Source: an optimization exercise on an open RTL-to-GDS flow (aim: small area, a short achievable clock period and few clock cycles per item). Production flows keep margins and buffers that such runs may drop.
The RTL was checked by simulation tests, not by an equivalence proof against the original design.
Power is estimated from default activity; no workload was simulated.

--- flow/run.sh ---
#!/bin/bash
# synth_recipe.tcl (not shown) runs the flow's synth.tcl, then flattens the netlist and writes it again
# the make line also repeats each setting of config.mk as NAME=value (left out here)
make -C /OpenROAD-flow-scripts/flow DESIGN_CONFIG=/design/flow/config.mk WORK_HOME=/design/flow/orfs CLKGATE_MAP_FILE= SYNTH_SCRIPT=/design/flow/synth_recipe.tcl finish
--- flow/config.mk ---
export PLATFORM = sky130hd
export DESIGN_NAME = fc_layer_engine
export DESIGN_NICKNAME = fc_layer_engine
export VERILOG_FILES = /design/flow/design.v
export SDC_FILE = /design/flow/constraint.sdc
export NUM_CORES = 4
export LEC_CHECK = 0
export CAP_MARGIN = 20
export CORE_MARGIN = 2
export CORE_UTILIZATION = 40
export SETUP_SLACK_MARGIN = 0.4
export SLEW_MARGIN = 20
--- flow/design.v ---
package fc_pkg;
    localparam int SAT_W = 64;
    function automatic int idx_w(input int n);
        if (n > 1) begin
            idx_w = $clog2(n);
        end else begin
            idx_w = 1;
        end
    endfunction
endpackage
module fc_mac_lane (
    input  logic                   clk,
    input  logic                   first,
    input  logic [4:0]             one,
    input  logic [4:0]             two,
    input  logic [4:0]             neg,
    input  logic [4:0]             nsg,
    input  logic [8:0]             weight,
    input  logic [10:0]            bias,
    output logic [24:0]            acc
);
    localparam logic [9:0] KC_HI = 10'd683;
    localparam logic [9:0] KC_HM = 10'd682;
    logic [24:0] r_a, r_b;
    logic [24:0] x, bg, k;
    logic [9:0] w1, w2;
    logic [53:0] fs, fc;
    logic [10:0] hs, hc;
    assign w1 = {weight[8], weight};
    assign w2 = {weight, 1'b0};
    assign k = {bias[10] ? KC_HM : KC_HI, {4{bias[10]}}, bias};
    assign x  = first ? k : r_a;
    assign bg = first ? 25'd0 : r_b;
    logic [9:0] m0, pp0;
    assign m0 = ({10{one[0]}} & w1) | ({10{two[0]}} & w2);
    assign pp0 = {~(m0[9] ^ nsg[0]), m0[8:0] ^ {9{neg[0]}}};
    logic [9:0] m1, pp1;
    assign m1 = ({10{one[1]}} & w1) | ({10{two[1]}} & w2);
    assign pp1 = {~(m1[9] ^ nsg[1]), m1[8:0] ^ {9{neg[1]}}};
    logic [9:0] m2, pp2;
    assign m2 = ({10{one[2]}} & w1) | ({10{two[2]}} & w2);
    assign pp2 = {~(m2[9] ^ nsg[2]), m2[8:0] ^ {9{neg[2]}}};
    logic [9:0] m3, pp3;
    assign m3 = ({10{one[3]}} & w1) | ({10{two[3]}} & w2);
    assign pp3 = {~(m3[9] ^ nsg[3]), m3[8:0] ^ {9{neg[3]}}};
    logic [9:0] m4, pp4;
    assign m4 = ({10{one[4]}} & w1) | ({10{two[4]}} & w2);
    assign pp4 = {~(m4[9] ^ nsg[4]), m4[8:0] ^ {9{neg[4]}}};
    assign fs[0] = neg[0] ^ pp0[0] ^ bg[0];
    assign fc[0] = (neg[0] & pp0[0]) | (bg[0] & (neg[0] ^ pp0[0]));
    assign fs[1] = pp0[1] ^ bg[1] ^ fc[0];
    assign fc[1] = (pp0[1] & bg[1]) | (fc[0] & (pp0[1] ^ bg[1]));
    assign fs[2] = neg[1] ^ pp0[2] ^ pp1[0];
    assign fc[2] = (neg[1] & pp0[2]) | (pp1[0] & (neg[1] ^ pp0[2]));
    assign fs[3] = bg[2] ^ fs[2] ^ fc[1];
    assign fc[3] = (bg[2] & fs[2]) | (fc[1] & (bg[2] ^ fs[2]));
    assign fs[4] = pp0[3] ^ pp1[1] ^ bg[3];
    assign fc[4] = (pp0[3] & pp1[1]) | (bg[3] & (pp0[3] ^ pp1[1]));
    assign fs[5] = fc[2] ^ fs[4] ^ x[3];
    assign fc[5] = (fc[2] & fs[4]) | (x[3] & (fc[2] ^ fs[4]));
    assign fs[6] = neg[2] ^ pp0[4] ^ pp1[2];
    assign fc[6] = (neg[2] & pp0[4]) | (pp1[2] & (neg[2] ^ pp0[4]));
    assign fs[7] = pp2[0] ^ bg[4] ^ fc[4];
    assign fc[7] = (pp2[0] & bg[4]) | (fc[4] & (pp2[0] ^ bg[4]));
    assign fs[8] = fs[6] ^ x[4] ^ fs[7];
    assign fc[8] = (fs[6] & x[4]) | (fs[7] & (fs[6] ^ x[4]));
    assign fs[9] = pp0[5] ^ pp1[3] ^ pp2[1];
    assign fc[9] = (pp0[5] & pp1[3]) | (pp2[1] & (pp0[5] ^ pp1[3]));
    assign fs[10] = bg[5] ^ fc[6] ^ fs[9];
    assign fc[10] = (bg[5] & fc[6]) | (fs[9] & (bg[5] ^ fc[6]));
    assign fs[11] = fc[7] ^ x[5] ^ fs[10];
    assign fc[11] = (fc[7] & x[5]) | (fs[10] & (fc[7] ^ x[5]));
    assign fs[12] = neg[3] ^ pp0[6] ^ pp1[4];
    assign fc[12] = (neg[3] & pp0[6]) | (pp1[4] & (neg[3] ^ pp0[6]));
    assign fs[13] = pp2[2] ^ pp3[0] ^ bg[6];
    assign fc[13] = (pp2[2] & pp3[0]) | (bg[6] & (pp2[2] ^ pp3[0]));
    assign fs[14] = fc[9] ^ fs[12] ^ fs[13];
    assign fc[14] = (fc[9] & fs[12]) | (fs[13] & (fc[9] ^ fs[12]));
    assign fs[15] = x[6] ^ fc[10] ^ fs[14];
    assign fc[15] = (x[6] & fc[10]) | (fs[14] & (x[6] ^ fc[10]));
    assign fs[16] = pp0[7] ^ pp1[5] ^ pp2[3];
    assign fc[16] = (pp0[7] & pp1[5]) | (pp2[3] & (pp0[7] ^ pp1[5]));
    assign fs[17] = pp3[1] ^ bg[7] ^ fc[12];
    assign fc[17] = (pp3[1] & bg[7]) | (fc[12] & (pp3[1] ^ bg[7]));
    assign fs[18] = fc[13] ^ fs[16] ^ x[7];
    assign fc[18] = (fc[13] & fs[16]) | (x[7] & (fc[13] ^ fs[16]));
    assign fs[19] = fc[14] ^ fs[17] ^ fc[15];
    assign fc[19] = (fc[14] & fs[17]) | (fc[15] & (fc[14] ^ fs[17]));
    assign fs[20] = neg[4] ^ pp0[8] ^ pp1[6];
    assign fc[20] = (neg[4] & pp0[8]) | (pp1[6] & (neg[4] ^ pp0[8]));
    assign fs[21] = pp2[4] ^ pp3[2] ^ pp4[0];
    assign fc[21] = (pp2[4] & pp3[2]) | (pp4[0] & (pp2[4] ^ pp3[2]));
    assign fs[22] = bg[8] ^ fc[16] ^ fs[20];
    assign fc[22] = (bg[8] & fc[16]) | (fs[20] & (bg[8] ^ fc[16]));
    assign fs[23] = fs[21] ^ fc[17] ^ x[8];
    assign fc[23] = (fs[21] & fc[17]) | (x[8] & (fs[21] ^ fc[17]));
    assign fs[24] = fs[22] ^ fc[18] ^ fs[23];
    assign fc[24] = (fs[22] & fc[18]) | (fs[23] & (fs[22] ^ fc[18]));
    assign fs[25] = pp0[9] ^ pp1[7] ^ pp2[5];
    assign fc[25] = (pp0[9] & pp1[7]) | (pp2[5] & (pp0[9] ^ pp1[7]));
    assign fs[26] = pp3[3] ^ pp4[1] ^ bg[9];
    assign fc[26] = (pp3[3] & pp4[1]) | (bg[9] & (pp3[3] ^ pp4[1]));
    assign fs[27] = fc[20] ^ fc[21] ^ fs[25];
    assign fc[27] = (fc[20] & fc[21]) | (fs[25] & (fc[20] ^ fc[21]));
    assign fs[28] = fs[26] ^ x[9] ^ fc[22];
    assign fc[28] = (fs[26] & x[9]) | (fc[22] & (fs[26] ^ x[9]));
    assign fs[29] = fs[27] ^ fc[23] ^ fs[28];
    assign fc[29] = (fs[27] & fc[23]) | (fs[28] & (fs[27] ^ fc[23]));
    assign fs[30] = pp1[8] ^ pp2[6] ^ pp3[4];
    assign fc[30] = (pp1[8] & pp2[6]) | (pp3[4] & (pp1[8] ^ pp2[6]));
    assign fs[31] = pp4[2] ^ bg[10] ^ fc[25];
    assign fc[31] = (pp4[2] & bg[10]) | (fc[25] & (pp4[2] ^ bg[10]));
    assign fs[32] = fc[26] ^ fs[30] ^ x[10];
    assign fc[32] = (fc[26] & fs[30]) | (x[10] & (fc[26] ^ fs[30]));
    assign fs[33] = fc[27] ^ fs[31] ^ fc[28];
    assign fc[33] = (fc[27] & fs[31]) | (fc[28] & (fc[27] ^ fs[31]));
    assign fs[34] = pp1[9] ^ pp2[7] ^ pp3[5];
    assign fc[34] = (pp1[9] & pp2[7]) | (pp3[5] & (pp1[9] ^ pp2[7]));
    assign fs[35] = pp4[3] ^ bg[11] ^ fc[30];
    assign fc[35] = (pp4[3] & bg[11]) | (fc[30] & (pp4[3] ^ bg[11]));
    assign fs[36] = fs[34] ^ fc[31] ^ x[11];
    assign fc[36] = (fs[34] & fc[31]) | (x[11] & (fs[34] ^ fc[31]));
    assign fs[37] = fs[35] ^ fc[32] ^ fs[36];
    assign fc[37] = (fs[35] & fc[32]) | (fs[36] & (fs[35] ^ fc[32]));
    assign fs[38] = pp2[8] ^ pp3[6] ^ pp4[4];
    assign fc[38] = (pp2[8] & pp3[6]) | (pp4[4] & (pp2[8] ^ pp3[6]));
    assign fs[39] = bg[12] ^ fc[34] ^ fs[38];
    assign fc[39] = (bg[12] & fc[34]) | (fs[38] & (bg[12] ^ fc[34]));
    assign fs[40] = fc[35] ^ x[12] ^ fs[39];
    assign fc[40] = (fc[35] & x[12]) | (fs[39] & (fc[35] ^ x[12]));
    assign fs[41] = fc[36] ^ fs[40] ^ fc[37];
    assign fc[41] = (fc[36] & fs[40]) | (fc[37] & (fc[36] ^ fs[40]));
    assign fs[42] = pp2[9] ^ pp3[7] ^ pp4[5];
    assign fc[42] = (pp2[9] & pp3[7]) | (pp4[5] & (pp2[9] ^ pp3[7]));
    assign fs[43] = bg[13] ^ fc[38] ^ fs[42];
    assign fc[43] = (bg[13] & fc[38]) | (fs[42] & (bg[13] ^ fc[38]));
    assign fs[44] = x[13] ^ fc[39] ^ fs[43];
    assign fc[44] = (x[13] & fc[39]) | (fs[43] & (x[13] ^ fc[39]));
    assign fs[45] = pp3[8] ^ pp4[6] ^ bg[14];
    assign fc[45] = (pp3[8] & pp4[6]) | (bg[14] & (pp3[8] ^ pp4[6]));
    assign fs[46] = fc[42] ^ fs[45] ^ x[14];
    assign fc[46] = (fc[42] & fs[45]) | (x[14] & (fc[42] ^ fs[45]));
    assign fs[47] = fc[43] ^ fc[44] ^ fs[46];
    assign fc[47] = (fc[43] & fc[44]) | (fs[46] & (fc[43] ^ fc[44]));
    assign fs[48] = pp3[9] ^ pp4[7] ^ bg[15];
    assign fc[48] = (pp3[9] & pp4[7]) | (bg[15] & (pp3[9] ^ pp4[7]));
    assign fs[49] = fc[45] ^ fs[48] ^ x[15];
    assign fc[49] = (fc[45] & fs[48]) | (x[15] & (fc[45] ^ fs[48]));
    assign fs[50] = pp4[8] ^ bg[16] ^ fc[48];
    assign fc[50] = (pp4[8] & bg[16]) | (fc[48] & (pp4[8] ^ bg[16]));
    assign fs[51] = x[16] ^ fs[50] ^ fc[49];
    assign fc[51] = (x[16] & fs[50]) | (fc[49] & (x[16] ^ fs[50]));
    assign fs[52] = pp4[9] ^ bg[17] ^ fc[50];
    assign fc[52] = (pp4[9] & bg[17]) | (fc[50] & (pp4[9] ^ bg[17]));
    assign fs[53] = bg[18] ^ x[18] ^ fc[52];
    assign fc[53] = (bg[18] & x[18]) | (fc[52] & (bg[18] ^ x[18]));
    assign hs[0] = fs[32] ^ fc[29];
    assign hc[0] = fs[32] & fc[29];
    assign hs[1] = fc[33] ^ fs[37];
    assign hc[1] = fc[33] & fs[37];
    assign hs[2] = fc[40] ^ fs[44];
    assign hc[2] = fc[40] & fs[44];
    assign hs[3] = fc[46] ^ fs[49];
    assign hc[3] = fc[46] & fs[49];
    assign hs[4] = x[17] ^ fs[52];
    assign hc[4] = x[17] & fs[52];
    assign hs[5] = bg[19] ^ x[19];
    assign hc[5] = bg[19] & x[19];
    assign hs[6] = bg[20] ^ x[20];
    assign hc[6] = bg[20] & x[20];
    assign hs[7] = bg[21] ^ x[21];
    assign hc[7] = bg[21] & x[21];
    assign hs[8] = bg[22] ^ x[22];
    assign hc[8] = bg[22] & x[22];
    assign hs[9] = bg[23] ^ x[23];
    assign hc[9] = bg[23] & x[23];
    assign hs[10] = bg[24] ^ x[24];
    assign hc[10] = bg[24] & x[24];
    always_ff @(posedge clk) begin
        r_a <= {hc[9], hc[8], hc[7], hc[6], hc[5], hs[5], hc[4], hs[4], hc[3], hs[3], hc[2], hs[2], hc[1], hc[0], fs[33], fc[24], fc[19], fs[18], fc[11], fc[8], fc[5], fc[3], x[2], x[1], fs[0]};
        r_b <= {hs[10], hs[9], hs[8], hs[7], hs[6], fc[53], fs[53], fc[51], fs[51], fc[47], fs[47], fc[41], fs[41], hs[1], hs[0], fs[29], fs[24], fs[19], fs[15], fs[11], fs[8], fs[5], fs[3], fs[1], x[0]};
    end
    assign acc = r_a + r_b;
endmodule
module fc_layer_engine #(
    parameter int N_IN  = 64,
    parameter int N_OUT = 16,
    parameter int DW    = 10,
    parameter int WW    = 9,
    parameter int BW    = 11,
    parameter int ACCW  = 25,
    parameter int OW    = 16,
    parameter int SHIFT = 0
) (
    input  logic                       clk,
    input  logic                       rst_n,
    input  logic                       in_valid,
    input  logic [DW-1:0]              in_data,
    output logic                       in_ready,
    output logic [fc_pkg::idx_w(N_IN)-1:0] w_addr,
    input  logic [N_OUT*WW-1:0]        weight,
    input  logic [N_OUT*BW-1:0]        bias,
    output logic                       out_valid,
    input  logic                       out_ready,
    output logic [OW-1:0]              out_data,
    output logic [fc_pkg::idx_w(N_OUT)-1:0] out_idx,
    output logic                       layer_done
);
    localparam int IN_W  = fc_pkg::idx_w(N_IN);
    localparam int OUT_W = fc_pkg::idx_w(N_OUT);
    localparam int ND    = (DW + 1) / 2;       
    logic                   r_in_ready;
    logic [IN_W-1:0]        r_in_cnt;
    logic                   r_pend;      
    logic                   r_first;     
    logic                   r_last;      
    logic                   r_fin;       
    logic                   r_ob_valid;
    logic [OUT_W-1:0]       r_ob_idx;
    logic                   r_done;
    logic [ND-1:0]          r_one, r_two, r_neg, r_nsg;
    logic [N_OUT*WW-1:0]    r_w;
    logic [ACCW-1:0]        w_acc [N_OUT];
    logic signed [OW-1:0]   w_res [N_OUT];
    logic [OW-1:0]          r_obuf [1:N_OUT-1];
    logic [OW-1:0]          r_out_data;
    logic                   w_in_fire;
    logic                   w_cnt_last;
    logic                   w_out_fire;
    logic                   w_out_last;
    logic                   w_capture;
    logic [IN_W-1:0]        w_in_cnt_n;
    logic                   w_pend_n;
    logic                   w_ob_valid_n;
    logic [ND-1:0]          w_one, w_two, w_neg;
    logic [DW:0]            w_xe;
    assign in_ready   = r_in_ready;
    assign w_addr     = r_in_cnt;
    assign out_valid  = r_ob_valid;
    assign out_idx    = r_ob_idx;
    assign out_data   = r_out_data;
    assign layer_done = r_done;
    assign w_in_fire  = in_valid && r_in_ready;
    assign w_cnt_last = (r_in_cnt == IN_W'(N_IN - 1));
    assign w_out_fire = r_ob_valid && out_ready;
    assign w_out_last = (r_ob_idx == OUT_W'(N_OUT - 1));
    assign w_capture  = r_fin && !r_ob_valid;
    assign w_in_cnt_n   = w_in_fire ? ((w_cnt_last) ? '0 : r_in_cnt + IN_W'(1)) : r_in_cnt;
    assign w_pend_n     = (w_in_fire && w_cnt_last) || (r_pend && !w_capture);
    assign w_ob_valid_n = w_capture || (r_ob_valid && !(w_out_fire && w_out_last));
    assign w_xe = {in_data, 1'b0};
    genvar d;
    generate
        for (d = 0; d < ND; d++) begin : g_booth
            logic b2, b1, b0;
            assign b0 = w_xe[2*d];
            assign b1 = w_xe[2*d+1];
            assign b2 = (2*d+2 <= DW) ? w_xe[2*d+2] : w_xe[DW];
            assign w_one[d] = b1 ^ b0;
            assign w_two[d] = (b2 & ~b1 & ~b0) | (~b2 & b1 & b0);
            assign w_neg[d] = b2 & ~(b1 & b0);
        end
    endgenerate
    always_ff @(posedge clk or negedge rst_n) begin
        if (!rst_n) begin
            r_in_ready <= 1'b0;
            r_in_cnt   <= '0;
            r_pend     <= 1'b0;
            r_first    <= 1'b0;
            r_last     <= 1'b0;
            r_fin      <= 1'b0;
            r_ob_valid <= 1'b0;
            r_ob_idx   <= '0;
            r_done     <= 1'b0;
        end else begin
            r_in_cnt   <= w_in_cnt_n;
            r_pend     <= w_pend_n;
            r_in_ready <= (w_in_cnt_n != '0) || !w_pend_n || !w_ob_valid_n;
            r_first    <= w_in_fire && (r_in_cnt == '0);
            r_last     <= w_in_fire && w_cnt_last;
            r_fin      <= r_last || (r_fin && !w_capture);
            r_ob_valid <= w_ob_valid_n;
            if (w_capture) begin
                r_ob_idx <= '0;
            end else if (w_out_fire) begin
                r_ob_idx <= r_ob_idx + OUT_W'(1);
            end
            r_done     <= w_out_fire && w_out_last;
        end
    end
    always_ff @(posedge clk) begin
        r_one <= w_in_fire ? w_one : '0;
        r_two <= w_in_fire ? w_two : '0;
        r_neg <= w_in_fire ? w_neg : '0;
        r_nsg <= w_in_fire ? w_neg : '1;
        r_w   <= weight;
    end
    genvar k;
    generate
        for (k = 0; k < N_OUT; k++) begin : g_lane
            logic [ACCW-1:0] a;
            logic            ovf;
            fc_mac_lane u_lane (
                .clk    (clk),
                .first  (r_first),
                .one    (r_one),
                .two    (r_two),
                .neg    (r_neg),
                .nsg    (r_nsg),
                .weight (r_w[k*WW +: WW]),
                .bias   (bias[k*BW +: BW]),
                .acc    (w_acc[k])
            );
            assign a        = w_acc[k];
            assign ovf      = !((&a[ACCW-1:OW-1]) || !(|a[ACCW-1:OW-1]));
            assign w_res[k] = ovf ? {a[ACCW-1], {(OW-1){!a[ACCW-1]}}} : a[OW-1:0];
        end
    endgenerate
    always_ff @(posedge clk) begin
        if (w_capture) begin
            for (int i = 1; i < N_OUT; i++) begin
                r_obuf[i] <= w_res[i];
            end
        end
    end
    always_ff @(posedge clk) begin
        if (w_capture) begin
            r_out_data <= w_res[0];
        end else if (w_out_fire && !w_out_last) begin
            r_out_data <= r_obuf[r_ob_idx + OUT_W'(1)];
        end
    end
endmodule
--- flow/constraint.sdc ---
create_clock -name core_clock -period 8.5 [get_ports {clk}]
set_input_delay 1.7000 -clock core_clock [delete_from_list [all_inputs] [get_ports {clk}]]
set_output_delay 1.7000 -clock core_clock [all_outputs]
set_load 0.01 [all_outputs]
==> impl_metrics.toml, run 1 <==
[hold_path]
hold_wc_startpoint = "r_last$_DFF_PN0_"
hold-path-cell-count = 1
worst_hold_path_ep = "r_fin$_DFF_PN0_"
worst_hold_path_type = "reg2reg"

[power_and_ir_drop]
power.density_cell_area_nw_per_um2 = 415
vdd.ir_drop.worst_v = 0.000233
total_power_uw = 43700
total_leakage_power_uw = 0.0449

[timing]
final.period_utilization = 0.532
finClkSkew_ns = 0.0662
whs_ns = 0.449
final_hold_viol_count = 0
slew_headroom = 0.0947
final.setup.tns_ns = 0
worst_max_slew_pin_slew_ns = 1.35
report.final.setup_viol = 0
rsz0062_at_grt = "false"
maxSlewViolCount = 0
clock.fmax_mhz = 221
period_needed_ns = 4.52

[routing]
wirelength_um = 303000
post_drt_via_cell_ratio = 5.58
via_count = 71200
drt_iter0_drc = 6823
final_antenna_net_count = 0
detail_route.drc_violations = 0
drt_pre_antenna_iters = 7
routed_wire_length_per_instance_um = 23.8

[grt]
gr-max-usage-layer = "met2"
total_gr_overflow = 0
antenna_found_initial = 23
m2_gr_usage = 0.393
grt_usage = 0.252
grt_pass1_wl_um = 459000
globalRouteMet3Util = 0.0458
grt_util_met1 = 0.347
via_count_of_the_first_global_routing_pass = 73300
grt_max_degree = 120

[logic_synthesis]
syn-cell-area_um2 = 94000
synth_enable_flop_cells = 288
async_flop_share = 0.0137
synth-seq-area-share = 0.295
post_synth.cell_area_avg_um2 = 9.91
synth_warnings = 23
synth.lib_cells_used.distinct = 90
syn-instance-count = 9487
ys_seq_elements = 1237
syn_nets = 11200
postSynth.topFlopCell = "dfxtp_1"

[floorplanning]
boundaryPins = 363
initial_utilization = 0.403
area_of_the_die_um2 = 239000
core_area_um2 = 233000
floorplan.die.width_um = 489
row_count = 177
die_h_um = 489

[worst_setup_path]
crit_fanout = 49
reg2reg_setup_slack_ns = 3.98
cp-end-kind = "flip-flop"
worst_setup_path_type = "reg2reg"
ff2ff_path_depth = 12
critPathArrivalTime_ns = 5.27
required_worst_endpoint_ns = 9.25
critical_path.reg2reg.startpoint = "r_one[0]$_SDFF_PN0_"
critPathLaunchType = "flip-flop"
r2r_end = "g_lane[10].u_lane.r_b[12]$_DFF_P_"

[clock_tree]
cts-buffers-inserted = 153
cts.repair_timing.setup_buffer_count = 0
postCtsHoldBufs = 0
clock_tree.buffer_depth = 3
cts.htree.levels = 4
cts_sink_count = 1237
cts.reportedPaths.clkPinSlew_ns = 0.07
clk-insertion-delay-late_ns = 0.85
post_cts.resized_instances = 0
cts_tree = "done"
ctsRootBufferMaster = "clkbuf_16"

[placed_design]
post_dp_cell_area_um2 = 100000
post-dp-hpwl_um = 223000
portBuffers = 362
place_congestion = 0.965

[layout]
drive_gt1_frac = 0.0600
flow.area_growth_from_synthesis_pct = 12.0
final_design_area_no_fill_um2 = 105000
filler_cell_count = 22000
core_util_final = 0.452
nNetsFinal = 11200

[status]
run_status = "complete, no violations"

[flow_run]
cap_violations = 0
[per-stage QoR]
step / instances / setup slack (ns)
floorplan: 9487 / 3.74
global placement: 12500 / 3.98
detailed placement: 12500 / 4.02
CTS: 12700 / 3.97
global route: 12700 / 3.75
finish: 12800 / 3.98
[where the power goes]
part / internal, uW / switching, uW
logic: 10600 / 16500
registers: 8460 / 1330
clock network: 3890 / 2860
[how the worst max path moves through the flow]
stage	start	end	slack, ns
after floorplan	r_ob_valid$_DFF_PN0_	r_out_data[10]$_DFFE_PP_	3.74
after global placement	g_lane[8].u_lane.r_b[0]$_DFF_P_	r_obuf[8][11]$_DFFE_PP_	3.98
after detailed placement	r_one[0]$_SDFF_PN0_	g_lane[12].u_lane.r_b[12]$_DFF_P_	4.02
after CTS	r_one[0]$_SDFF_PN0_	g_lane[12].u_lane.r_b[12]$_DFF_P_	3.97
after global routing	r_one[0]$_SDFF_PN0_	g_lane[10].u_lane.r_b[12]$_DFF_P_	3.75
final	r_one[0]$_SDFF_PN0_	g_lane[10].u_lane.r_b[12]$_DFF_P_	3.98
[sequential cells by signal, summed over array words and instances (netlist names), 6 cells and up]
signal	cells
g_lane.u_lane.r_b	400
r_in_cnt	6
r_obuf	240
r_out_data	16
g_lane.u_lane.r_a	400
r_w	144
[metal layers]
layer	wire (um)	share of wire	vias up
met5	57	0.00019	-
met4	12400	0.041	8
met3	22800	0.075	545
met2	135000	0.44	2736
met1	133000	0.44	35600
li1	-	-	32300
[cell usage after synthesis, types with 18 or more instances]
master	instances	share of area
inv_1	984	0.039
dfxtp_1	932	0.20
fa_1	848	0.18
a22oi_1	713	0.057
xnor2_1	656	0.061
ha_1	555	0.074
xor2_1	497	0.046
clkbuf_1	488	0.019
nand2_1	465	0.019
a21oi_1	421	0.022
nor2b_1	306	0.020
o21ai_0	305	0.016
edfxtp_1	288	0.092
nor2_1	226	0.0090
nand2b_1	215	0.014
a21o_1	181	0.014
mux2i_1	150	0.016
mux2_2	113	0.014
nand3_1	97	0.0052
buf_1	89	0.0036
a211oi_1	88	0.0070
or2_2	84	0.0056
nor3_1	61	0.0032
nand4_1	57	0.0038
o21bai_1	53	0.0042
a31oi_1	52	0.0035
and3_1	51	0.0034
o211ai_1	43	0.0034
and2_1	38	0.0025
o21a_1	35	0.0028
o31ai_1	26	0.0021
nor4_1	24	0.0016
a211o_1	21	0.0020
o21ai_1	18	0.00096
[cell usage in the layout, fill, tap and decap left out, drive strengths merged, types with 288 or more instances in the layout]
master         count
a21oi            421
fa               848
nor2b            306
a22oi            713
ha               555
nand2            465
dfxtp            932
o21ai            323
edfxtp           288
inv              993
xor2             497
xnor2            656
clkdlybuf4s50    362
[worst max-delay path: stages, from the launching register on]
cell and delay [ns]:
dfxtp_4 0.83, or2_2 0.50, buf_4 0.51, nand2_1 0.14, xnor2_1 0.22, fa_1 0.23, inv_1 0.06, fa_1 0.44
fa_1 0.50, fa_1 0.44, inv_1 0.09, fa_1 0.39, inv_1 0.06
[cells by family after synthesis]
kind of cell / Yosys count / share of synthesized area
compound gates: 2157 / 0.156
xor+xnor: 1153 / 0.107
fa+ha+maj: 1403 / 0.254
buf+inv: 1577 / 0.0633
flops: 1237 / 0.295
mux: 264 / 0.0297
simple gates: 1696 / 0.0936
[layout make-up]
cell class              instances  area, um2  share of cell area
clock inverters                76        838             0.00796
inverters                     985       3710              0.0353
flip-flops and latches       1237      27800               0.264
well taps                    3132       3920              0.0372
repair buffers                440       4330              0.0412
multi-input cells            6673      60400               0.573
diodes                          6       15.0            0.000143
clock buffers                 204       4300              0.0408
Testbench counts, summed over its fixed seeds: cycles 12,432, items 192.
==> run 2: changes to the inputs <==
--- a/flow/design.v
+++ b/flow/design.v
@@ -17,7 +17,7 @@
     input  logic [4:0]             nsg,
     input  logic [8:0]             weight,
     input  logic [10:0]            bias,
-    output logic [24:0]            acc
+    output logic [15:0]            res
 );
     localparam logic [9:0] KC_HI = 10'd683;
     localparam logic [9:0] KC_HM = 10'd682;
@@ -180,7 +180,165 @@
         r_a <= {hc[9], hc[8], hc[7], hc[6], hc[5], hs[5], hc[4], hs[4], hc[3], hs[3], hc[2], hs[2], hc[1], hc[0], fs[33], fc[24], fc[19], fs[18], fc[11], fc[8], fc[5], fc[3], x[2], x[1], fs[0]};
         r_b <= {hs[10], hs[9], hs[8], hs[7], hs[6], fc[53], fs[53], fc[51], fs[51], fc[47], fs[47], fc[41], fs[41], hs[1], hs[0], fs[29], fs[24], fs[19], fs[15], fs[11], fs[8], fs[5], fs[3], fs[1], x[0]};
     end
-    assign acc = r_a + r_b;
+    logic [24:0] acc, cy;
+    logic [24:0] bk_g0, bk_p0;
+    assign bk_g0 = r_a & r_b;
+    assign bk_p0 = r_a ^ r_b;
+    logic bk_g0_, bk_p0_;
+    assign bk_g0_ = bk_g0[1] | (bk_p0[1] & bk_g0[0]);
+    assign bk_p0_ = bk_p0[1] & bk_p0[0];
+    logic bk_g1_, bk_p1_;
+    assign bk_g1_ = bk_g0[3] | (bk_p0[3] & bk_g0[2]);
+    assign bk_p1_ = bk_p0[3] & bk_p0[2];
+    logic bk_g2_, bk_p2_;
+    assign bk_g2_ = bk_g0[5] | (bk_p0[5] & bk_g0[4]);
+    assign bk_p2_ = bk_p0[5] & bk_p0[4];
+    logic bk_g3_, bk_p3_;
+    assign bk_g3_ = bk_g0[7] | (bk_p0[7] & bk_g0[6]);
+    assign bk_p3_ = bk_p0[7] & bk_p0[6];
+    logic bk_g4_, bk_p4_;
+    assign bk_g4_ = bk_g0[9] | (bk_p0[9] & bk_g0[8]);
+    assign bk_p4_ = bk_p0[9] & bk_p0[8];
+    logic bk_g5_, bk_p5_;
+    assign bk_g5_ = bk_g0[11] | (bk_p0[11] & bk_g0[10]);
+    assign bk_p5_ = bk_p0[11] & bk_p0[10];
+    logic bk_g6_, bk_p6_;
+    assign bk_g6_ = bk_g0[13] | (bk_p0[13] & bk_g0[12]);
+    assign bk_p6_ = bk_p0[13] & bk_p0[12];
+    logic bk_g7_, bk_p7_;
+    assign bk_g7_ = bk_g0[15] | (bk_p0[15] & bk_g0[14]);
+    assign bk_p7_ = bk_p0[15] & bk_p0[14];
+    logic bk_g8_, bk_p8_;
+    assign bk_g8_ = bk_g0[17] | (bk_p0[17] & bk_g0[16]);
+    assign bk_p8_ = bk_p0[17] & bk_p0[16];
+    logic bk_g9_, bk_p9_;
+    assign bk_g9_ = bk_g0[19] | (bk_p0[19] & bk_g0[18]);
+    assign bk_p9_ = bk_p0[19] & bk_p0[18];
+    logic bk_g10_, bk_p10_;
+    assign bk_g10_ = bk_g0[21] | (bk_p0[21] & bk_g0[20]);
+    assign bk_p10_ = bk_p0[21] & bk_p0[20];
+    logic bk_g11_, bk_p11_;
+    assign bk_g11_ = bk_g0[23] | (bk_p0[23] & bk_g0[22]);
+    assign bk_p11_ = bk_p0[23] & bk_p0[22];
+    logic bk_g12_, bk_p12_;
+    assign bk_g12_ = bk_g1_ | (bk_p1_ & bk_g0_);
+    assign bk_p12_ = bk_p1_ & bk_p0_;
+    logic bk_g13_, bk_p13_;
+    assign bk_g13_ = bk_g3_ | (bk_p3_ & bk_g2_);
+    assign bk_p13_ = bk_p3_ & bk_p2_;
+    logic bk_g14_, bk_p14_;
+    assign bk_g14_ = bk_g5_ | (bk_p5_ & bk_g4_);
+    assign bk_p14_ = bk_p5_ & bk_p4_;
+    logic bk_g15_, bk_p15_;
+    assign bk_g15_ = bk_g7_ | (bk_p7_ & bk_g6_);
+    assign bk_p15_ = bk_p7_ & bk_p6_;
+    logic bk_g16_, bk_p16_;
+    assign bk_g16_ = bk_g9_ | (bk_p9_ & bk_g8_);
+    assign bk_p16_ = bk_p9_ & bk_p8_;
+    logic bk_g17_, bk_p17_;
+    assign bk_g17_ = bk_g11_ | (bk_p11_ & bk_g10_);
+    assign bk_p17_ = bk_p11_ & bk_p10_;
+    logic bk_g18_, bk_p18_;
+    assign bk_g18_ = bk_g13_ | (bk_p13_ & bk_g12_);
+    assign bk_p18_ = bk_p13_ & bk_p12_;
+    logic bk_g19_, bk_p19_;
+    assign bk_g19_ = bk_g15_ | (bk_p15_ & bk_g14_);
+    assign bk_p19_ = bk_p15_ & bk_p14_;
+    logic bk_g20_, bk_p20_;
+    assign bk_g20_ = bk_g17_ | (bk_p17_ & bk_g16_);
+    assign bk_p20_ = bk_p17_ & bk_p16_;
+    logic bk_g21_, bk_p21_;
+    assign bk_g21_ = bk_g19_ | (bk_p19_ & bk_g18_);
+    assign bk_p21_ = bk_p19_ & bk_p18_;
+    logic bk_g22_, bk_p22_;
+    assign bk_g22_ = bk_g20_ | (bk_p20_ & bk_g21_);
+    assign bk_p22_ = bk_p20_ & bk_p21_;
+    logic bk_g23_, bk_p23_;
+    assign bk_g23_ = bk_g14_ | (bk_p14_ & bk_g18_);
+    assign bk_p23_ = bk_p14_ & bk_p18_;
+    logic bk_g24_, bk_p24_;
+    assign bk_g24_ = bk_g16_ | (bk_p16_ & bk_g21_);
+    assign bk_p24_ = bk_p16_ & bk_p21_;
+    logic bk_g25_, bk_p25_;
+    assign bk_g25_ = bk_g2_ | (bk_p2_ & bk_g12_);
+    assign bk_p25_ = bk_p2_ & bk_p12_;
+    logic bk_g26_, bk_p26_;
+    assign bk_g26_ = bk_g4_ | (bk_p4_ & bk_g18_);
+    assign bk_p26_ = bk_p4_ & bk_p18_;
+    logic bk_g27_, bk_p27_;
+    assign bk_g27_ = bk_g6_ | (bk_p6_ & bk_g23_);
+    assign bk_p27_ = bk_p6_ & bk_p23_;
+    logic bk_g28_, bk_p28_;
+    assign bk_g28_ = bk_g8_ | (bk_p8_ & bk_g21_);
+    assign bk_p28_ = bk_p8_ & bk_p21_;
+    logic bk_g29_, bk_p29_;
+    assign bk_g29_ = bk_g10_ | (bk_p10_ & bk_g24_);
+    assign bk_p29_ = bk_p10_ & bk_p24_;
+    logic bk_g30_, bk_p30_;
+    assign bk_g30_ = bk_g0[2] | (bk_p0[2] & bk_g0_);
+    assign bk_p30_ = bk_p0[2] & bk_p0_;
+    logic bk_g31_, bk_p31_;
+    assign bk_g31_ = bk_g0[4] | (bk_p0[4] & bk_g12_);
+    assign bk_p31_ = bk_p0[4] & bk_p12_;
+    logic bk_g32_, bk_p32_;
+    assign bk_g32_ = bk_g0[6] | (bk_p0[6] & bk_g25_);
+    assign bk_p32_ = bk_p0[6] & bk_p25_;
+    logic bk_g33_, bk_p33_;
+    assign bk_g33_ = bk_g0[8] | (bk_p0[8] & bk_g18_);
+    assign bk_p33_ = bk_p0[8] & bk_p18_;
+    logic bk_g34_, bk_p34_;
+    assign bk_g34_ = bk_g0[10] | (bk_p0[10] & bk_g26_);
+    assign bk_p34_ = bk_p0[10] & bk_p26_;
+    logic bk_g35_, bk_p35_;
+    assign bk_g35_ = bk_g0[12] | (bk_p0[12] & bk_g23_);
+    assign bk_p35_ = bk_p0[12] & bk_p23_;
+    logic bk_g36_, bk_p36_;
+    assign bk_g36_ = bk_g0[14] | (bk_p0[14] & bk_g27_);
+    assign bk_p36_ = bk_p0[14] & bk_p27_;
+    logic bk_g37_, bk_p37_;
+    assign bk_g37_ = bk_g0[16] | (bk_p0[16] & bk_g21_);
+    assign bk_p37_ = bk_p0[16] & bk_p21_;
+    logic bk_g38_, bk_p38_;
+    assign bk_g38_ = bk_g0[18] | (bk_p0[18] & bk_g28_);
+    assign bk_p38_ = bk_p0[18] & bk_p28_;
+    logic bk_g39_, bk_p39_;
+    assign bk_g39_ = bk_g0[20] | (bk_p0[20] & bk_g24_);
+    assign bk_p39_ = bk_p0[20] & bk_p24_;
+    logic bk_g40_, bk_p40_;
+    assign bk_g40_ = bk_g0[22] | (bk_p0[22] & bk_g29_);
+    assign bk_p40_ = bk_p0[22] & bk_p29_;
+    logic bk_g41_, bk_p41_;
+    assign bk_g41_ = bk_g0[24] | (bk_p0[24] & bk_g22_);
+    assign bk_p41_ = bk_p0[24] & bk_p22_;
+    assign cy[0] = bk_g0[0];
+    assign cy[1] = bk_g0_;
+    assign cy[2] = bk_g30_;
+    assign cy[3] = bk_g12_;
+    assign cy[4] = bk_g31_;
+    assign cy[5] = bk_g25_;
+    assign cy[6] = bk_g32_;
+    assign cy[7] = bk_g18_;
+    assign cy[8] = bk_g33_;
+    assign cy[9] = bk_g26_;
+    assign cy[10] = bk_g34_;
+    assign cy[11] = bk_g23_;
+    assign cy[12] = bk_g35_;
+    assign cy[13] = bk_g27_;
+    assign cy[14] = bk_g36_;
+    assign cy[15] = bk_g21_;
+    assign cy[16] = bk_g37_;
+    assign cy[17] = bk_g28_;
+    assign cy[18] = bk_g38_;
+    assign cy[19] = bk_g24_;
+    assign cy[20] = bk_g39_;
+    assign cy[21] = bk_g29_;
+    assign cy[22] = bk_g40_;
+    assign cy[23] = bk_g22_;
+    assign cy[24] = bk_g41_;
+    assign acc = bk_p0 ^ {cy[23:0], 1'b0};
+    logic ovf;
+    assign ovf = !((&acc[24:15]) || !(|acc[24:15]));
+    assign res = ovf ? {acc[24], {15{!acc[24]}}} : acc[15:0];
 endmodule
 module fc_layer_engine #(
     parameter int N_IN  = 64,
@@ -219,8 +377,9 @@
     logic [OUT_W-1:0]       r_ob_idx;
     logic                   r_done;
     logic [ND-1:0]          r_one, r_two, r_neg, r_nsg;
+    logic [ND-1:0]          r_one_n, r_two_n, r_neg_n, r_nsg_n;
+    logic                   r_first_n;
     logic [N_OUT*WW-1:0]    r_w;
-    logic [ACCW-1:0]        w_acc [N_OUT];
     logic signed [OW-1:0]   w_res [N_OUT];
     logic [OW-1:0]          r_obuf [1:N_OUT-1];
     logic [OW-1:0]          r_out_data;
@@ -267,6 +426,7 @@
             r_in_cnt   <= '0;
             r_pend     <= 1'b0;
             r_first    <= 1'b0;
+            r_first_n  <= 1'b1;
             r_last     <= 1'b0;
             r_fin      <= 1'b0;
             r_ob_valid <= 1'b0;
@@ -277,6 +437,7 @@
             r_pend     <= w_pend_n;
             r_in_ready <= (w_in_cnt_n != '0) || !w_pend_n || !w_ob_valid_n;
             r_first    <= w_in_fire && (r_in_cnt == '0);
+            r_first_n  <= !(w_in_fire && (r_in_cnt == '0));
             r_last     <= w_in_fire && w_cnt_last;
             r_fin      <= r_last || (r_fin && !w_capture);
             r_ob_valid <= w_ob_valid_n;
@@ -293,27 +454,28 @@
         r_two <= w_in_fire ? w_two : '0;
         r_neg <= w_in_fire ? w_neg : '0;
         r_nsg <= w_in_fire ? w_neg : '1;
+        r_one_n <= ~(w_in_fire ? w_one : '0);
+        r_two_n <= ~(w_in_fire ? w_two : '0);
+        r_neg_n <= ~(w_in_fire ? w_neg : '0);
+        r_nsg_n <= ~(w_in_fire ? w_neg : '1);
         r_w   <= weight;
     end
     genvar k;
     generate
         for (k = 0; k < N_OUT; k++) begin : g_lane
-            logic [ACCW-1:0] a;
-            logic            ovf;
+            logic lo;
+            assign lo = (k < N_OUT / 2);
             fc_mac_lane u_lane (
                 .clk    (clk),
-                .first  (r_first),
-                .one    (r_one),
-                .two    (r_two),
-                .neg    (r_neg),
-                .nsg    (r_nsg),
+                .first  (lo ? r_first : !r_first_n),
+                .one    (lo ? r_one : ~r_one_n),
+                .two    (lo ? r_two : ~r_two_n),
+                .neg    (lo ? r_neg : ~r_neg_n),
+                .nsg    (lo ? r_nsg : ~r_nsg_n),
                 .weight (r_w[k*WW +: WW]),
                 .bias   (bias[k*BW +: BW]),
-                .acc    (w_acc[k])
+                .res    (w_res[k])
             );
-            assign a        = w_acc[k];
-            assign ovf      = !((&a[ACCW-1:OW-1]) || !(|a[ACCW-1:OW-1]));
-            assign w_res[k] = ovf ? {a[ACCW-1], {(OW-1){!a[ACCW-1]}}} : a[OW-1:0];
         end
     endgenerate
     always_ff @(posedge clk) begin
--- a/flow/config.mk
+++ b/flow/config.mk
@@ -7,6 +7,6 @@
 export LEC_CHECK = 0
 export CAP_MARGIN = 20
 export CORE_MARGIN = 2
-export CORE_UTILIZATION = 40
+export CORE_UTILIZATION = 55
 export SETUP_SLACK_MARGIN = 0.4
 export SLEW_MARGIN = 20
==> run 2 against run 1 <==
Still clean; maximum frequency is 17% lower; sequential power barely moved; setup slack worse by 0.92 ns; synthesized cell count is 4.0% lower; via count shrank 3.5%; combinational power down 14%; global-route usage increased by 9.0 points; register-to-register slack got worse by 0.92 ns; critical path depth grew 4; power fell by 7.9%; synthesized area fell by 0.42%; largest cell class unchanged.
==> impl_metrics.toml, run 2 <==
[status]
run_status = "complete, no violations"

[worst_setup_path]
crit_fanout = 11
ordered_cell_list_for_the_critical_path = "ha_1, fa_1, a211oi_1, o211ai_1, a221oi_2, o22ai_1, or2_2, a21o_1, a21o_1, fa_1, and4_1, nand2_1, or4b_1, a41oi_1, nand2_1, o221ai_1"
required_worst_endpoint_ns = 9.12
timing.critical_path.slowest_stage_cell = "or4b_1"
critPathLaunchType = "flip-flop"
worst_setup_path_type = "reg2reg"
critPathArrivalTime_ns = 6.07
worst_path_largest_cell_delay_ns = 0.58
cp-end-kind = "flip-flop"

[clock_tree]
cts-buffers-inserted = 150
cts.reportedPaths.clkPinSlew_ns = 0.06
cts_sink_count = 1258
clk-insertion-delay-late_ns = 0.82
clock_tree.buffer_depth = 3
post_cts.resized_instances = 0
ctsRootBufferMaster = "clkbuf_16"
cts_tree = "done"
cts.repair_timing.setup_buffer_count = 0
postCtsHoldBufs = 0
cts.htree.levels = 4

[timing]
clock.fmax_mhz = 184
whs_ns = 0.432
final.period_utilization = 0.640
finalWorstSetupSlack_ns = 3.06
final.setup.tns_ns = 0
worst_max_slew_pin_slew_ns = 1.22
slew_headroom = 0.186
rsz0062_at_grt = "false"
maxSlewViolCount = 0
finClkSkew_ns = 0.0289
final_hold_viol_count = 0
report.final.setup_viol = 0
period_needed_ns = 5.44

[logic_synthesis]
yosysMostFrequentCell = "inv_1"
synth-seq-area-share = 0.301
postSynth.topFlopCell = "dfxtp_1"
synth.lib_cells_used.distinct = 86
leading_area_contributor_after_synthesis = "fa_1"
post_synth_main_area_contributors = "fa_1, dfxtp_1, edfxtp_1"
synth.top_cells.by_count = "inv_1, fa_1, dfxtp_1"
syn-cell-area_um2 = 93600
syn_nets = 11000
post_synth.cell_area_avg_um2 = 10.3
ys_seq_elements = 1258
syn-instance-count = 9103
post_synth_top_area_share = 0.219
async_flop_share = 0.0143
synth_enable_flop_cells = 288
synth_warnings = 21

[floorplanning]
core_area_um2 = 169000
row_count = 151
die_h_um = 417
floorplan.die.width_um = 417
initial_utilization = 0.553
boundaryPins = 363
area_of_the_die_um2 = 173000

[placed_design]
pre_cts_ws_ns = 3.10
place_congestion = 1.00
post_dp_cell_area_um2 = 98800
portBuffers = 362
post-dp-hpwl_um = 220000

[power_and_ir_drop]
vdd.ir_drop.worst_v = 0.000246
power.density_cell_area_nw_per_um2 = 387
total_leakage_power_uw = 0.0459

[layout]
drive_gt1_frac = 0.0619
filler_cell_count = 14200
final_design_area_no_fill_um2 = 104000
reg.largest.list = "g_lane.u_lane.r_a: 400 flops, g_lane.u_lane.r_b: 400 flops, r_obuf: 240 flops"
layout_common_cells = "inv_1, fa_1, dfxtp_1"
multiInputGateArea_um2 = 58900
final_common_cell = "inv_1"
nNetsFinal = 11100
core_util_final = 0.614
flow.area_growth_from_synthesis_pct = 11.1
layout.area.seq_um2 = 28200

[grt]
grt_max_degree = 137
globalRouteMet3Util = 0.0691
grt_util_met1 = 0.453
grt_pass1_wl_um = 448000
total_gr_overflow = 0
gr-max-usage-layer = "met2"
m2_gr_usage = 0.545
via_count_of_the_first_global_routing_pass = 70700
antenna_found_initial = 10
grt_usage = 0.343

[hold_path]
worst_hold_path_type = "reg2reg"

[routing]
drt_pre_antenna_iters = 10
wirelength_um = 295000
drt_iter0_drc = 6160
post_drt_via_cell_ratio = 5.95
routed_wire_length_per_instance_um = 25.6
final_antenna_net_count = 0
detail_route.drc_violations = 0
via_count = 68700

[flow_run]
cap_violations = 0
run 2: changes by cell type in the layout (fill, tap and decap cells not counted), sizes merged, moves of 93 or more:
| cell | before | now |
|---|---|---|
| inv | 993 | 1171 |
| xor2 | 497 | 362 |
| fa | 848 | 1024 |
| o22ai | 9 | 357 |
| nor2b | 306 | 153 |
| a22oi | 713 | 384 |
| and2 | 38 | 131 |
| o21ai | 323 | 145 |
| a21oi | 421 | 192 |
run 2: path summary, 6_finish.rpt:
path,cells after the start,start,slack (ns),end
setup / recovery,16,g_lane[0].u_lane.r_b[0]$_DFF_P_,3.06,r_out_data[6]$_DFFE_PP_
hold / removal,1,r_last$_DFF_PN0_,0.43,r_fin$_DFF_PN0_
setup reg to reg,16,g_lane[0].u_lane.r_b[0]$_DFF_P_,3.06,r_out_data[6]$_DFFE_PP_
hold reg to reg,1,r_last$_DFF_PN0_,0.43,r_fin$_DFF_PN0_
max in group asynchronous,1,rst_n,6.53,r_first$_DFF_PN0_
min in group asynchronous,1,rst_n,1.37,r_ob_idx[3]$_DFFE_PN0P_
run 2: cell type report:
cell class | instances | area share
Antenna cell | 3 | 0.0000722
Clock buffer | 204 | 0.0419
Clock inverter | 73 | 0.00713
Inverter | 1218 | 0.0441
Multi-Input combinational cell | 6112 | 0.566
Sequential cell | 1258 | 0.272
Tap cell | 2218 | 0.0267
Timing Repair Buffer | 456 | 0.0423
run 2: kinds of logic (layout without fill, tap and decap cells):
family                   count (synthesis)  count (layout)  synth area share
AO/OA/AOI/OAI                         1709            1709             0.127
XOR/XNOR                              1030            1030            0.0964
adder cells (fa/ha/maj)               1563            1563             0.291
buffers and inverters                 1733            1951            0.0707
flip-flops                            1258            1258             0.301
multiplexers                           236             236            0.0265
other                                    0               3                 0
AND/OR/NAND/NOR                       1574            1574            0.0871
run 2: metal layers:
layer	wire (um)	part of all wire	up-vias
met2	135000	0.46	2885
li1	-	-	30800
met5	80	0.00027	-
met1	122000	0.41	34300
met4	14900	0.051	12
met3	22900	0.078	710
run 2: report_power, final:
part           switching (uW)  total, uW  internal [uW]
sequential               1640      10100           8480
combinational           13700      23400           9650
clock                    2780       6720           3940
run 2: metrics by stage:
step / instances / total power (uW)
6_report: 11500 / 40200
3_5_place_dp: 11300 / 33300
5_1_grt: 11500 / 44100
2_1_floorplan: 9103 / 25900
3_3_place_gp: 11300 / 32700
4_1_cts: 11500 / 40300
run 2: worst max-delay path: cells and delay by family (launching register included):
family,cells,cell delay (ns)
AOI/OAI and AO/OA,8,2.27
DFF,1,0.31
and+or+nand+nor,5,1.53
adders and majority gates,3,1.15
Testbench counts of run 2, summed over its fixed seeds: cycles 12,432, items 192.

==> static timing again, ports no longer ideal <==
In the flow no input, the clock included, has a driving cell. The finished layouts below were timed again as built, in two steps. Step 1, drivers: a clkbuf_16 drives clk and a buf_2 each remaining input, both assumed. Step 2 moves the port delays by t, midway between the first and last clock arrival at a register: inputs arrive t later, outputs are due t later. That takes back most of the time a late clock gives input paths. Three values: ideal ports, drivers, drivers and shift; two values: the first two.
| run | shift t [ns] | setup slack, ns | worst hold slack (ns) | worst setup path after step 2 | worst register clock-pin slew, ns |
|---|---|---|---|---|---|
| run 1 | 0.900 | 3.977 / 3.977 / 3.659 | 0.449 / 0.449 / 0.449 | input to register | 0.07 / 0.07 |
| run 2 | 0.899 | 3.058 / 3.058 / 3.058 | 0.432 / 0.432 / 0.432 | register to register | 0.07 / 0.07 |
After both steps setup and hold are still met in every run listed. For run 1, which loses most, drivers alone change the setup slack by 0.000 ns; drivers and shift together by -0.318 ns.
